This is an optimization exercise on Yosys and OpenROAD, whose aim is small area, not a production implementation.
At most, simulation tests tie the RTL to the original design; equivalence was not proved.
Power figures rest on the tool's default switching activity, not on a simulated workload.

==> indigo <==
// rgb_led_fade_blink_driver_core
module rgb_led_fade_blink_driver_core #(
  parameter int TICK_BITS = 16,
  parameter int STEP_BITS = 8
) (
  input  logic        clk,
  input  logic        rst_n,
  input  logic        cfg_we,
  input  logic        cfg_wdata,
  input  logic        in_tvalid,
  output logic        in_tready,
  input  logic [71:0] in_tdata,
  input  logic [2:0]  in_tuser,
  output logic        out_tvalid,
  input  logic        out_tready,
  output logic [23:0] out_tdata,
  output logic [1:0]  out_tuser
);
clock: 10.0 ns
lec_check: 0
abc_area: 1
cap_margin: 20
core_margin: 2
core_utilization: 40
cts_buf_list: sky130_fd_sc_hd__clkbuf_2 sky130_fd_sc_hd__clkbuf_4 sky130_fd_sc_hd__clkbuf_8
cts_cluster_size: 30
slew_margin: 20
standard.sh (not shown) runs the stock make flow with config.mk's settings and CLKGATE_MAP_FILE= SYNTH_SCRIPT=/design/flow/synth_recipe.tcl, a recipe that flattens the netlist after the stock synthesis.
==> flow/flow/run.sh <==
#!/bin/bash
bash standard.sh \
  'BUFFER_PORTS_ARGS=-buffer_cell sky130_fd_sc_hd__buf_1' \
  'CTS_ARGS=-sink_clustering_enable -repair_clock_nets -dont_use_dummy_load -sink_clustering_size 40 -sink_clustering_max_diameter 300 -buf_list {sky130_fd_sc_hd__clkbuf_4 sky130_fd_sc_hd__clkbuf_8}' \
  finish > standard.log 2>&1
==> yarrow (differences from indigo) <==
--- a/flow/design.v
+++ b/flow/design.v
@@ -53,14 +53,15 @@
   localparam logic [3:0] S_CDIV = 4'd10;   
   localparam logic [3:0] S_ELD  = 4'd11;
   localparam logic [3:0] S_BL2  = 4'd12;
   localparam logic [3:0] S_BL3  = 4'd13;
   localparam logic [3:0] S_FD3  = 4'd14;
   localparam logic [3:0] S_FIN  = 4'd15;
   localparam logic [4:0] S_FD2  = 5'd16;
+  localparam logic [4:0] S_STEP = 5'd17;   
   localparam logic [2:0] M_IDLE = 3'b000;
   localparam logic [2:0] M_BON  = 3'b100;
   localparam logic [2:0] M_BOFF = 3'b101;
   logic [4:0]  st, st_n;
   logic [2:0]  cnt;
   logic [1:0]  ch, ch_n;
   logic [2:0]  mode, mode_n;
@@ -92,15 +93,19 @@
   logic        base_sh;
   logic [7:0]  r, z;
   logic [7:0]  a_op;
   logic [7:0]  d_op;
   logic [8:0]  s;
   logic        zin;
   logic [8:0]  t;
-  logic [9:0]  tdiff;
+  logic [8:0]  tdiff;
+  logic [7:0]  ag;
+  logic [8:0]  ac;
+  logic [8:0]  nd;
+  logic [9:0]  sc;
   logic        ge;
   logic [7:0]  rdiv;
   logic [15:0] sh_val;
   logic [15:0] div_val;
   logic [15:0] eld_val;
   assign cmd     = in_tuser;
   assign in_rgb  = in_tdata[23:0];
@@ -115,25 +120,36 @@
   assign cd_is0  = cd_hi0 & ~cd[0];
   assign cd_is1  = cd_hi0 & cd[0];
   assign last    = (cnt == 3'd7);
   assign pos     = {ch, cnt};
   assign in_bit  = in_rgb[5'd23 - pos];
   assign r       = cd[15:8];
   assign z       = cd[7:0];
-  assign a_op    = (st == S_LMUL) ? idx : base[23:16];
-  assign s       = {1'b0, r} + ((z[0] && (st == S_LMUL || st == S_CMUL)) ? {1'b0, a_op} : 9'd0);
+  assign a_op    = (st == S_LMUL || st == S_STEP) ? idx : base[23:16];
+  assign ag      = ((z[0] && (st == S_LMUL || st == S_CMUL)) || st == S_STEP) ? a_op : 8'd0;
+  assign ac[0]   = (st == S_STEP) && !mode[0];
+  for (genvar i = 0; i < 8; i++) begin : g_add
+    assign s[i]    = r[i] ^ ag[i] ^ ac[i];
+    assign ac[i+1] = (r[i] & ag[i]) | (r[i] & ac[i]) | (ag[i] & ac[i]);
+  end
+  assign s[8]    = ac[8];
   assign d_op    = (st == S_FDIV || st == S_LDIV) ? tot : (cmd[1] ? 8'd100 : 8'd255);
   assign zin     = (st == S_FDIV) ? wt[15] : z[7];
   assign t       = {r, zin};
-  assign tdiff   = {1'b0, t} - {2'b00, d_op};
-  assign ge      = ~tdiff[9];
+  assign nd      = {1'b1, ~d_op};
+  assign sc[0]   = 1'b1;
+  for (genvar i = 0; i < 9; i++) begin : g_sub
+    assign tdiff[i] = t[i] ^ nd[i] ^ sc[i];
+    assign sc[i+1]  = (t[i] & nd[i]) | (t[i] & sc[i]) | (nd[i] & sc[i]);
+  end
+  assign ge      = sc[9];
   assign rdiv    = ge ? tdiff[7:0] : t[7:0];
   assign sh_val  = {(st == S_DEC) ? (cd[0] ^ bw) : s[8], s[7:0], cd[7:1]};
   assign div_val = {rdiv, z[6:0], ge};
-  assign eld_val = {8'd0, fade ? 8'hff : p_c};
+  assign eld_val = {{8{(st == S_IDLE) && mode[0]}}, fade ? 8'hff : p_c};
   always_comb begin
     case (st)
       S_FLIP:  drv_x = ~drive[23];
       S_DC:    drv_x = in_bit ^ pol;
       S_CDIV:  drv_x = ge ^ pol;
       default: drv_x = pol;
     endcase
@@ -171,15 +187,16 @@
                 if (!mode[0]) begin
                   cd_n = wt;
                   st_n = S_BL3;
                 end else begin
                   mode_n = M_IDLE;
                 end
               end else begin
-                st_n = S_ELD;
+                cd_n = eld_val;
+                st_n = S_STEP;
               end
             end
           end else if (cmd == rlfb_pkg::CMD_NOP) begin
           end else if (busy) begin
             rej_n = 1'b1;
           end else begin
             case (cmd)
@@ -262,17 +279,20 @@
       end
       S_BL3: begin
         mode_n = cd_is0 ? M_IDLE : M_BOFF;
         st_n   = S_DZ;
       end
       S_ELD: begin
         cd_n = eld_val;
-        if (fade && ch == 2'd0) idx_n = mode[0] ? idx - 8'd1 : idx + 8'd1;
         st_n = fade ? S_LMUL : S_CMUL;
       end
+      S_STEP: begin
+        idx_n = s[7:0];
+        st_n  = S_ELD;
+      end
       S_LMUL: begin
         cd_n = sh_val;
         if (last) st_n = S_LDIV;
       end
       S_LDIV: begin
         cd_n = div_val;
         if (last) begin
==> flow/flow/run.sh (replaced) <==
#!/bin/bash
# Layout with the standard ORFS flow (standard.sh) and these changes:
#  - synthesis: synth_recipe.tcl unchanged, but ABC maps with an area script
#    (flow/area.script; see flow/my_synth.tcl)
#  - ports are buffered with sky130_fd_sc_hd__buf_1 instead of the default cell
#  - CTS inserts no dummy balancing loads
# Each tool's output goes to standard.log; ORFS's own per-step logs are under orfs/logs.
set -e
here=$(pwd)
export FLOW_SYNTH_TCL=$here/synth_recipe.tcl
export MY_ABC_SCRIPT=$here/flow/area.script
bash standard.sh \
  "SYNTH_SCRIPT=$here/flow/my_synth.tcl" \
  'BUFFER_PORTS_ARGS=-buffer_cell sky130_fd_sc_hd__buf_1' \
  'CTS_ARGS=-sink_clustering_enable -repair_clock_nets -dont_use_dummy_load -sink_clustering_size 30 -buf_list {sky130_fd_sc_hd__clkbuf_2 sky130_fd_sc_hd__clkbuf_4 sky130_fd_sc_hd__clkbuf_8}' \
  finish > standard.log 2>&1
==> flow/flow/area.script (new file) <==
strash
&get -n
&deepsyn -T 60
&put
dch -f
amap
mfs2
strash
dch -f
amap
topo
stime -c
==> flow/flow/my_synth.tcl (new file) <==
# The standard synthesis (synth_recipe.tcl, sourced unchanged) with one
# change: ABC maps the logic with the area-oriented script named in
# MY_ABC_SCRIPT instead of ORFS's abc_area.script. Registers are mapped by
# dfflibmap before ABC runs, so they are the same as in the standard synthesis.
proc abc {args} {
  set i [lsearch $args -script]
  if {$i >= 0} {
    lset args [expr {$i + 1}] $::env(MY_ABC_SCRIPT)
  }
  yosys abc {*}$args
}
source $::env(FLOW_SYNTH_TCL)
==> juniper (differences from indigo) <==
==> flow/flow/run.sh (replaced) <==
#!/bin/bash
# Layout with the standard ORFS flow (standard.sh) and these changes:
#  - synthesis: synth_recipe.tcl unchanged, but ABC maps with an area script
#    (flow/area.script; see flow/my_synth.tcl)
#  - ports are buffered with sky130_fd_sc_hd__buf_1 instead of the default cell
#  - CTS inserts no dummy balancing loads
# Each tool's output goes to standard.log; ORFS's own per-step logs are under orfs/logs.
set -e
here=$(pwd)
export FLOW_SYNTH_TCL=$here/synth_recipe.tcl
export MY_ABC_SCRIPT=$here/flow/area.script
bash standard.sh \
  "SYNTH_SCRIPT=$here/flow/my_synth.tcl" \
  'BUFFER_PORTS_ARGS=-buffer_cell sky130_fd_sc_hd__buf_1' \
  'CTS_ARGS=-sink_clustering_enable -repair_clock_nets -dont_use_dummy_load -sink_clustering_size 30 -buf_list {sky130_fd_sc_hd__clkbuf_2 sky130_fd_sc_hd__clkbuf_4 sky130_fd_sc_hd__clkbuf_8}' \
  finish > standard.log 2>&1
==> flow/flow/area.script (new file) <==
strash
&get -n
&deepsyn -T 60
&put
dch -f
map -a
mfs2
strash
dch -f
map -a
topo
stime -c
==> flow/flow/my_synth.tcl (new file) <==
# The standard synthesis (synth_recipe.tcl, sourced unchanged) with one
# change: ABC maps the logic with the area-oriented script named in
# MY_ABC_SCRIPT instead of ORFS's abc_area.script. Registers are mapped by
# dfflibmap before ABC runs, so they are the same as in the standard synthesis.
proc abc {args} {
  set i [lsearch $args -script]
  if {$i >= 0} {
    lset args [expr {$i + 1}] $::env(MY_ABC_SCRIPT)
  }
  yosys abc {*}$args
}
source $::env(FLOW_SYNTH_TCL)
==> run notes <==
peak supply drop ~0.075 mV; commonest non-fill, non-tap cell in the layout nand2_1; Total Power 0.893 mW; simple-gate share of the synthesized area roughly 25%; status complete, no violations; Cell Area, Placed between 7000 and 8000 sq um; Leak between 3 and 4 nW; worst-path maximum fanout 34
(the above is from indigo)
==> run notes <==
status complete, no violations; commonest non-fill, non-tap cell in the layout buf_1; max layer used met4; Total Power about 1.2 mW; Leak 2.19 nW; Total GRT Usage roughly 21%; worst-path maximum fanout 11; simple-gate share of the synthesized area a little over a tenth
(the above is from yarrow)
==> run notes <==
count of flip-flops with a built-in enable after synthesis 98; Total Power 0.880 mW; commonest non-fill, non-tap cell in the layout buf_1; Cell Area, Placed around 7000 sq um; peak supply drop about 0.072 mV; status complete, no violations
(the above is from juniper)
Only the layout flow was run in indigo and juniper; the RTL was not checked for function there.

afterwards: timing with drivers on the ports:
In the flow no input, the clock included, has a driving cell. The finished layouts below were timed again as built, in two steps. Step 1 sets driving cells, clkbuf_16 on the clock port and buf_2 on the other inputs (assumed; they add their load-dependent delay and slew). Step 2 adds t to the input delays and takes it off the output delays; t is the mean of the earliest and latest rising clock arrival at the registers after step 1. Input paths then give back, and output paths get back, about the clock's delay inside the block. Slacks: ideal ports / drivers / drivers and shift; pairs: ideal ports / drivers.
run | shift t [ns] | setup slack, ns | pins driven straight from the clock port
indigo | 0.472 | 5.659 / 5.670 / 5.198 | 1
yarrow | 0.475 | 3.874 / 3.889 / 3.414 | 1
juniper | 0.468 | 4.158 / 4.173 / 3.706 | 1
After both steps setup and hold are still met in every run listed. The setup slack of indigo, which loses most, moves by +0.011 ns with the drivers and by -0.461 ns with both steps.
